Background: an optimization exercise with open tools, aiming at small area. Do not read the settings as production practice. At most, simulation tests tie the RTL to the original design; equivalence was not proved. Power and IR drop assume default switching activity.

purple:
==> flow/design.v (excerpt) <==
module riscv_multicycle_top
#(
	parameter int              CNT_W    = 32,
	parameter logic [XLEN-1:0] RESET_PC = '0
) (
	input  logic                                clk,
	input  logic                                rst,
	output logic [XLEN-1:0]                     pc,
	output logic                                inst_req_valid,
	input  logic                                inst_req_ready,
	input  logic [XLEN-1:0]                     instruction,
	input  logic                                inst_valid,
	output logic                                inst_ready,
	output logic [XLEN-1:0]                     mem_address,
	output logic                                mem_write,
	output logic [XLEN-1:0]                     write_data,
	output logic                                mem_read,
	input  logic                                mem_req_ready,
	input  logic [XLEN-1:0]                     read_data,
	input  logic                                read_data_valid,
	output logic                                read_data_ready,
	output logic                                retire_valid,
	output logic                                retire_wen,
	output logic [REG_ADDR_W-1:0]               retire_rd,
	output logic [XLEN-1:0]                     retire_data,
	output logic [XLEN-1:0]                     retire_pc,
	output logic [NUM_EVENTS-1:0][CNT_W-1:0]    perf_cnt
);
clock: 15.0 ns
lec_check: 0
abc_area: 1
cap_margin: 10
core_margin: 2
core_utilization: 55
cts_cluster_diameter: 80
cts_cluster_size: 28
slew_margin: 10
standard.sh (not shown) runs the stock make flow with config.mk's settings and CLKGATE_MAP_FILE= SYNTH_SCRIPT=/design/flow/synth_recipe.tcl, a recipe that flattens the netlist after the stock synthesis.
==> flow/flow/run.sh <==
#!/bin/bash
# Own layout flow: the standard layout (standard.sh), with two changes.
#  - Synthesis maps the combinational logic with an area-oriented ABC script
#    (flow/abc.script) instead of ORFS's. Flip-flops are mapped before ABC runs,
#    so they keep the standard synthesis's names and cells.
#  - Port buffers are sky130_fd_sc_hd__buf_1 cells (every port still gets one).
# Tool output: flow.log (make and the tools it runs); ORFS's per-step logs are
# under orfs/logs/.
set -euo pipefail
W=$(pwd)

# ORFS's synth.tcl with the ABC script swapped
sed -e "s#^source \$::env(SCRIPTS_DIR)/synth_preamble.tcl\$#&\nset abc_args [lreplace \$abc_args 1 1 $W/flow/abc.script]#" \
	"$FLOW_HOME/scripts/synth.tcl" > "$W/area_synth.tcl"
grep -q "flow/abc.script" "$W/area_synth.tcl"
# The standard flow's synthesis wrapper and layout command, pointed at it
sed -e "s#\$::env(SCRIPTS_DIR)/synth.tcl#$W/area_synth.tcl#" "$W/synth_recipe.tcl" > "$W/area_synth_recipe.tcl"
grep -q "area_synth.tcl" "$W/area_synth_recipe.tcl"
sed -e "s#SYNTH_SCRIPT=[^ ]*#SYNTH_SCRIPT=$W/area_synth_recipe.tcl#" "$W/standard.sh" > "$W/area_standard.sh"
grep -q "area_synth_recipe.tcl" "$W/area_standard.sh"

export BUFFER_PORTS_ARGS="-buffer_cell sky130_fd_sc_hd__buf_1"
bash "$W/area_standard.sh" finish > "$W/flow.log" 2>&1
==> flow/flow/abc.script <==
&get -n
&st
&dch -f
&nf -R 1000
&put
topo
stime -c
## Diff of input files: blue against purple
diff --git a/flow/design.v b/flow/design.v
--- a/flow/design.v
+++ b/flow/design.v
@@ -141,28 +141,28 @@
 	assign shamt = b[4:0];
 	always_comb
 		for (int i = 0; i < XLEN; i++)
 			a_rev[i] = a[XLEN-1-i];
 	assign sh_in = f3[2] ? a : a_rev;
 	assign sh_r  = XLEN'($signed({arith & f3[2] & a[XLEN-1], sh_in}) >>> shamt);
 	always_comb
 		for (int i = 0; i < XLEN; i++)
-			sh_out[i] = f3[2] ? sh_r[i] : sh_r[XLEN-1-i];
+			sh_out[i] = sh_r[XLEN-1-i];     
 	always_comb begin
 		if (!use_f3)
 			result = sum;
 		else begin
 			unique case (f3)
 				3'b000:  result = sum;
 				3'b001:  result = sh_out;
 				3'b010:  result = {{(XLEN-1){1'b0}}, lt};
 				3'b011:  result = {{(XLEN-1){1'b0}}, ltu};
 				3'b100:  result = p;         
-				3'b101:  result = sh_out;
+				3'b101:  result = sh_r;
 				3'b110:  result = p | g;     
 				default: result = g;         
 			endcase
 		end
 	end
 endmodule
 module adder
 (
@@ -242,18 +242,20 @@
 	end else begin : g_ripple
 		logic [CNT_W:0] carry;
 		assign carry[0] = event_hit;
 		for (genvar i = 0; i < CNT_W; i++) begin : g_bit
 			assign carry[i+1] = carry[i] & count[i];
 			assign step[i] = carry[i];
 		end
 	end
-	always_ff @(posedge clk)
-		count <= {CNT_W{~rst}} & (count ^ step);
+	for (genvar i = 0; i < CNT_W; i++) begin : g_d
+		always_ff @(posedge clk)
+			count[i] <= step[i] ? ~(count[i] | rst) : (count[i] & ~rst);
+	end
 endmodule
 import rv_isa_pkg::*;
 import cpu_ctrl_pkg::*;
 module riscv_multicycle_top
 #(
 	parameter int              CNT_W    = 32,
 	parameter logic [XLEN-1:0] RESET_PC = '0
 ) (
@@ -280,16 +282,17 @@
 	output logic [XLEN-1:0]                     retire_pc,
 	output logic [NUM_EVENTS-1:0][CNT_W-1:0]    perf_cnt
 );
 	logic s_init, s_if, s_iw, s_id, s_ex, s_ld, s_st, s_rdw, s_wb;
 	logic [31:2] ir;
 	logic [31:2] pc_q;       
 	logic [XLEN-1:0] op_a;   
 	logic taken_q;           
+	logic first;             
 	logic b6, b5, b4, b3, b2;
 	assign {b6, b5, b4, b3, b2} = ir[6:2];
 	logic is_branch, is_jal, is_jalr, is_jump, is_load, is_store, is_mem;
 	logic is_lui, is_auipc, is_upper, is_op, is_alu;
 	assign is_branch = b6 & ~b2;
 	assign is_jump   = b6 & b2;
 	assign is_jal    = b6 & b3;
 	assign is_jalr   = b6 & b2 & ~b3;
@@ -328,22 +331,25 @@
 		.clk   (clk),
 		.wen   (wen),
 		.waddr (rd),
 		.raddr (raddr),
 		.wdata (wdata),
 		.rdata (rdata)
 	);
 	logic [XLEN-1:0] alu_a, alu_b, alu_result, alu_sum;
-	logic            a_pc, b_reg, b_4, alu_sub, eq, lt, ltu;
-	assign a_pc  = (s_if & ~is_jalr) | (s_ex & (is_auipc | is_jump));
+	logic            a_pc, a_op, b_reg, b_4, b_imm, alu_sub, eq, lt, ltu;
+	assign a_pc  = (s_if & ~first & ~is_jalr) | (s_ex & (is_auipc | is_jump));
+	assign a_op  = ~a_pc & ~(s_if & first);
 	assign b_reg = s_ex & (is_op | is_branch);
-	assign b_4   = (s_if & ~is_jump & ~(is_branch & taken_q)) | (s_ex & is_jump);
-	assign alu_a = a_pc ? {pc_q, 2'b00} : op_a;
-	assign alu_b = b_reg ? rdata : (b_4 ? 32'd4 : imm);
+	assign b_4   = (s_if & ~first & ~is_jump & ~(is_branch & taken_q)) | (s_ex & is_jump);
+	assign b_imm = ~b_reg & ~b_4 & ~(s_if & first);
+	assign alu_a = ({XLEN{a_pc}} & {pc_q, 2'b00}) | ({XLEN{a_op}} & op_a);
+	assign alu_b = ({XLEN{b_reg}} & rdata) | ({XLEN{b_4}} & 32'd4) | ({XLEN{b_imm}} & imm)
+		| ({XLEN{s_if & first}} & RESET_PC);
 	assign alu_sub = s_ex & (is_branch
 		| (is_alu & ((f3[2:1] == 2'b01) | ((f3 == 3'b000) & b5 & ir[30]))));
 	alu alu_inst (
 		.a      (alu_a),
 		.b      (alu_b),
 		.sub    (alu_sub),
 		.use_f3 (is_alu),
 		.f3     (f3),
@@ -356,37 +362,26 @@
 	);
 	logic br_cond, taken;
 	assign br_cond = (f3[2] ? (f3[1] ? ltu : lt) : eq) ^ f3[0];
 	assign taken   = is_jump | (is_branch & br_cond);
 	assign wdata = s_rdw ? read_data : alu_result;
 	assign wen = ~rst & ((s_ex & (is_jump | (~b6 & b4))) | (s_rdw & read_data_valid));
 	always_ff @(posedge clk) begin
 		if (s_iw & inst_valid)
-			ir[31:7] <= instruction[31:7];
-		if (s_iw & inst_valid)
-			ir[5:2] <= instruction[5:2];
+			ir <= instruction[31:2];
 		if (s_id)
 			op_a <= rdata;
 		if (s_ex)
 			taken_q <= br_cond;
-	end
-	always_ff @(posedge clk) begin
-		if (rst)
-			ir[6] <= 1'b0;
-		else if (s_iw & inst_valid)
-			ir[6] <= instruction[6];
-	end
-	localparam logic [XLEN-1:0] PC_BEFORE_RESET = RESET_PC - XLEN'(4);
-	always_ff @(posedge clk) begin
-		if (rst)
-			pc_q <= PC_BEFORE_RESET[31:2];
-		else if (s_if & inst_req_ready)
+		if (s_if & inst_req_ready)
 			pc_q <= alu_sum[31:2];
 	end
+	always_ff @(posedge clk)
+		first <= rst | (first & ~(s_if & inst_req_ready));
 	always_ff @(posedge clk) begin
 		s_init <= rst;
 		if (rst) begin
 			{s_if, s_iw, s_id, s_ex, s_ld, s_st, s_rdw, s_wb} <= '0;
 		end else begin
 			s_if  <= s_init | (s_if & ~inst_req_ready) | (s_ex & is_branch)
 				| (s_st & mem_req_ready) | s_wb;
 			s_iw  <= (s_if & inst_req_ready) | (s_iw & ~inst_valid);
- blue against purple: leakage power of the design shrank by 7.2%; sequential area share after synthesis grew by 2.0 points; aggregate routed wire length held steady; die outline area shrank by about 2%; compound-cell area share of the yosys netlist grew by 2.4 points.
- blue against purple: final instance area lower; worst hold slack higher; number of buffers other than clock buffers in the final layout higher; part of the power in combinational logic higher.
- Clock-buffer cell count: blue and purple compared, lower one is purple
- The run showing the smaller initial antenna violation count is blue.
Function not checked in purple: the RTL went through the layout flow alone.

========
riscv_multicycle_top, a different RTL version from the one above (not shown whole).
Size: ~500 I/O pins, ~52000 um2 of cells after synthesis.
## riscv_multicycle_top
module riscv_multicycle_top
#(
	parameter int              CNT_W    = 32,
	parameter logic [XLEN-1:0] RESET_PC = '0
) (
	input  logic                                clk,
	input  logic                                rst,
	output logic [XLEN-1:0]                     pc,
	output logic                                inst_req_valid,
	input  logic                                inst_req_ready,
	input  logic [XLEN-1:0]                     instruction,
	input  logic                                inst_valid,
	output logic                                inst_ready,
	output logic [XLEN-1:0]                     mem_address,
	output logic                                mem_write,
	output logic [XLEN-1:0]                     write_data,
	output logic                                mem_read,
	input  logic                                mem_req_ready,
	input  logic [XLEN-1:0]                     read_data,
	input  logic                                read_data_valid,
	output logic                                read_data_ready,
	output logic                                retire_valid,
	output logic                                retire_wen,
	output logic [REG_ADDR_W-1:0]               retire_rd,
	output logic [XLEN-1:0]                     retire_data,
	output logic [XLEN-1:0]                     retire_pc,
	output logic [NUM_EVENTS-1:0][CNT_W-1:0]    perf_cnt
);
export LEC_CHECK = 0
export ABC_AREA = 1
export CAP_MARGIN = 5
export CORE_MARGIN = 2
export CORE_UTILIZATION = 65
export CTS_CLUSTER_DIAMETER = 80
export CTS_CLUSTER_SIZE = 28
export SLEW_MARGIN = 5
create_clock -name core_clock -period 15.0 [get_ports {clk}]
==> flow/flow/run.sh <==
#!/bin/bash
# Own layout flow: the standard layout (standard.sh), with three changes.
#  - Synthesis maps the combinational logic with an area-oriented ABC script
#    (flow/abc.script) instead of ORFS's. Flip-flops are mapped before ABC runs,
#    so they keep the standard synthesis's names and cells.
#  - Port buffers are sky130_fd_sc_hd__buf_1 cells (every port still gets one).
#  - Clock tree synthesis inserts no dummy loads.
# Tool output: flow.log (make and the tools it runs); ORFS's per-step logs are
# under orfs/logs/.
set -euo pipefail
W=$(pwd)

# ORFS's synth.tcl with the ABC script swapped
sed -e "s#^source \$::env(SCRIPTS_DIR)/synth_preamble.tcl\$#&\nset abc_args [lreplace \$abc_args 1 1 $W/flow/abc.script]#" \
	"$FLOW_HOME/scripts/synth.tcl" > "$W/area_synth.tcl"
grep -q "flow/abc.script" "$W/area_synth.tcl"
# The standard flow's synthesis wrapper and layout command, pointed at it
sed -e "s#\$::env(SCRIPTS_DIR)/synth.tcl#$W/area_synth.tcl#" "$W/synth_recipe.tcl" > "$W/area_synth_recipe.tcl"
grep -q "area_synth.tcl" "$W/area_synth_recipe.tcl"
sed -e "s#SYNTH_SCRIPT=[^ ]*#SYNTH_SCRIPT=$W/area_synth_recipe.tcl#" "$W/standard.sh" > "$W/area_standard.sh"
grep -q "area_synth_recipe.tcl" "$W/area_standard.sh"

export BUFFER_PORTS_ARGS="-buffer_cell sky130_fd_sc_hd__buf_1"
# ORFS's clock tree options with config.mk's clustering (28 sinks, 80 um), no dummy loads
export CTS_ARGS="-sink_clustering_enable -repair_clock_nets -sink_clustering_size 28 -sink_clustering_max_diameter 80 -dont_use_dummy_load"
bash "$W/area_standard.sh" finish > "$W/flow.log" 2>&1
==> flow/flow/abc.script <==
&get -n
&st
&dch
&nf -R 1000 -p -F 8 -C 32
&put
topo
stime -c
Next try:
--- a/flow/design.v
+++ b/flow/design.v
@@ -117,40 +117,36 @@
 	input  logic [2:0]      f3,
 	input  logic            arith,    
 	output logic [XLEN-1:0] result,
 	output logic [XLEN-1:0] sum,
 	output logic            eq,       
 	output logic            lt,
 	output logic            ltu
 );
 	logic [XLEN:0]   sum_c;
 	logic [XLEN-1:0] p, g;
-	logic [XLEN-1:0] a_rev, sh_in, sh_r, sh_out;
+	logic [XLEN-1:0] sh_r, sh_out;
 	logic [4:0]      shamt;
 	adder adder_inst (
 		.a   (a),
 		.b   (b ^ {XLEN{sub}}),
 		.cin (sub),
 		.s   (sum_c),
 		.p   (p),
 		.g   (g)
 	);
 	assign sum = sum_c[XLEN-1:0];
 	assign ltu = ~sum_c[XLEN];
 	assign lt  = (a[XLEN-1] ^ b[XLEN-1]) ? a[XLEN-1] : sum[XLEN-1];
 	assign eq  = &p;                 
 	assign shamt = b[4:0];
-	always_comb
-		for (int i = 0; i < XLEN; i++)
-			a_rev[i] = a[XLEN-1-i];
-	assign sh_in = f3[2] ? a : a_rev;
-	assign sh_r  = XLEN'($signed({arith & f3[2] & a[XLEN-1], sh_in}) >>> shamt);
+	assign sh_r  = XLEN'($signed({arith & f3[2] & a[XLEN-1], a}) >>> shamt);
 	always_comb
 		for (int i = 0; i < XLEN; i++)
 			sh_out[i] = sh_r[XLEN-1-i];     
 	always_comb begin
 		if (!use_f3)
 			result = sum;
 		else begin
 			unique case (f3)
 				3'b000:  result = sum;
 				3'b001:  result = sh_out;
@@ -341,56 +337,69 @@
 		.clk   (clk),
 		.wen   (wen),
 		.waddr (rd),
 		.raddr (raddr),
 		.wdata (wdata),
 		.rdata (rdata)
 	);
 	logic [XLEN-1:0] alu_a, alu_b, alu_result, alu_sum;
 	logic            a_pc, a_op, b_reg, b_4, b_imm, alu_sub, eq, lt, ltu;
 	assign a_pc  = (s_if & ~first & ~is_jalr) | (s_ex & (is_auipc | is_jump));
-	assign a_op  = ~a_pc & ~(s_if & first);
+	assign a_op  = ~a_pc & ~(s_if & first) & ~s_rdw;
 	assign b_reg = s_ex & (is_op | is_branch);
 	assign b_4   = (s_if & ~first & ~is_jump & ~(is_branch & taken_q)) | (s_ex & is_jump);
-	assign b_imm = ~b_reg & ~b_4 & ~(s_if & first);
+	assign b_imm = ~b_reg & ~b_4 & ~(s_if & first) & ~s_rdw;
 	assign alu_a = ({XLEN{a_pc}} & {pc_q, 2'b00}) | ({XLEN{a_op}} & op_a);
 	assign alu_b = ({XLEN{b_reg}} & rdata) | ({XLEN{b_4}} & 32'd4) | ({XLEN{b_imm}} & imm)
-		| ({XLEN{s_if & first}} & RESET_PC);
+		| ({XLEN{s_if & first}} & RESET_PC) | ({XLEN{s_rdw}} & read_data);
 	assign alu_sub = s_ex & (is_branch
 		| (is_alu & ((f3[2:1] == 2'b01) | ((f3 == 3'b000) & b5 & ir[30]))));
 	alu alu_inst (
 		.a      (alu_a),
 		.b      (alu_b),
 		.sub    (alu_sub),
 		.use_f3 (is_alu),
 		.f3     (f3),
 		.arith  (ir[30]),
 		.result (alu_result),
 		.sum    (alu_sum),
 		.eq     (eq),
 		.lt     (lt),
 		.ltu    (ltu)
 	);
 	logic br_cond, taken;
 	assign br_cond = (f3[2] ? (f3[1] ? ltu : lt) : eq) ^ f3[0];
 	assign taken   = is_jump | (is_branch & br_cond);
-	assign wdata = s_rdw ? read_data : alu_result;
+	assign wdata = alu_result;   
 	assign wen = ~rst & ((s_ex & (is_jump | (~b6 & b4))) | (s_rdw & read_data_valid));
+	logic            is_sll;
+	logic [XLEN-1:0] rdata_rev;
+	assign is_sll = is_alu & (f3 == 3'b001);
+	always_comb
+		for (int i = 0; i < XLEN; i++)
+			rdata_rev[i] = rdata[XLEN-1-i];
+	logic ld_ir, ld_a, ld_t, ld_pc;
+	logic kp_ir, kp_a, kp_t, kp_pc;
+	assign ld_ir = s_iw & inst_valid;
+	assign ld_a  = s_id;
+	assign ld_t  = s_ex;
+	assign ld_pc = s_if & inst_req_ready;
+	assign kp_ir = s_init | s_if | s_id | s_ex | s_ld | s_st | s_rdw | s_wb | ~inst_valid;
+	assign kp_a  = s_init | s_if | s_iw | s_ex | s_ld | s_st | s_rdw | s_wb;
+	assign kp_t  = s_init | s_if | s_iw | s_id | s_ld | s_st | s_rdw | s_wb;
+	assign kp_pc = s_init | s_iw | s_id | s_ex | s_ld | s_st | s_rdw | s_wb | ~inst_req_ready;
 	always_ff @(posedge clk) begin
-		if (s_iw & inst_valid)
-			ir <= instruction[31:2];
-		if (s_id)
-			op_a <= rdata;
-		if (s_ex)
-			taken_q <= br_cond;
-		if (s_if & inst_req_ready)
-			pc_q <= alu_sum[31:2];
+		ir      <= ({30{ld_ir}} & instruction[31:2]) | ({30{kp_ir}} & ir);
+		op_a    <= ({XLEN{ld_a & ~is_sll}} & rdata) | ({XLEN{ld_a & is_sll}} & rdata_rev)
+			| ({XLEN{kp_a}} & op_a);
+		taken_q <= (ld_t & br_cond) | (kp_t & taken_q);
+		pc_q    <= ({30{ld_pc}} & alu_sum[31:2]) | ({30{kp_pc}} & pc_q);
 	end
 	always_ff @(posedge clk)
 		first <= rst | (first & ~(s_if & inst_req_ready));
 	assign s_init = first & ~s_if;
 	always_ff @(posedge clk) begin
 		if (rst) begin
 			{s_if, s_iw, s_id, s_ex, s_ld, s_st, s_rdw, s_wb} <= '0;
 		end else begin
 			s_if  <= s_init | (s_if & ~inst_req_ready) | (s_ex & is_branch)
 				| (s_st & mem_req_ready) | s_wb;
Effect: Final cell count increases slightly. Global-route usage climbs by 0.57 points. Total power rose by about a fifth. Wire length climbs slightly. Core utilization went down by 0.37 points. Via count went up slightly. Critical path depth goes up by 1. Setup slack is worse by 0.072 ns.

afterwards: timing with drivers on the ports:
The results above use ideal ports. As a check the final layouts listed here were re-extracted and re-timed, cells and wires unchanged.
Step 1, drivers: a clkbuf_16 drives clk and a buf_2 each remaining input, both assumed.
Step 2 times the ports against the registers' clock, not the clock port: input delays grow and output delays shrink by t, the midpoint of the rising clock arrivals with the driver on.
a / b / c = ideal ports / drivers / drivers and shift; a / b = the first two.
run	t, ns	slack for setup (ns)	hold slack, ns
purple	0.784	1.058 / 0.989 / 1.773	0.442 / 0.442 / 0.442
blue	0.786	0.698 / 0.627 / 1.413	0.500 / 0.500 / 0.500
the first run of note 2	0.694	0.962 / 0.887 / 1.581	0.464 / 0.464 / 0.464
the second run of note 2	0.683	0.890 / 0.839 / 1.503	0.457 / 0.457 / 0.457
After both steps setup and hold are still met in every run listed.
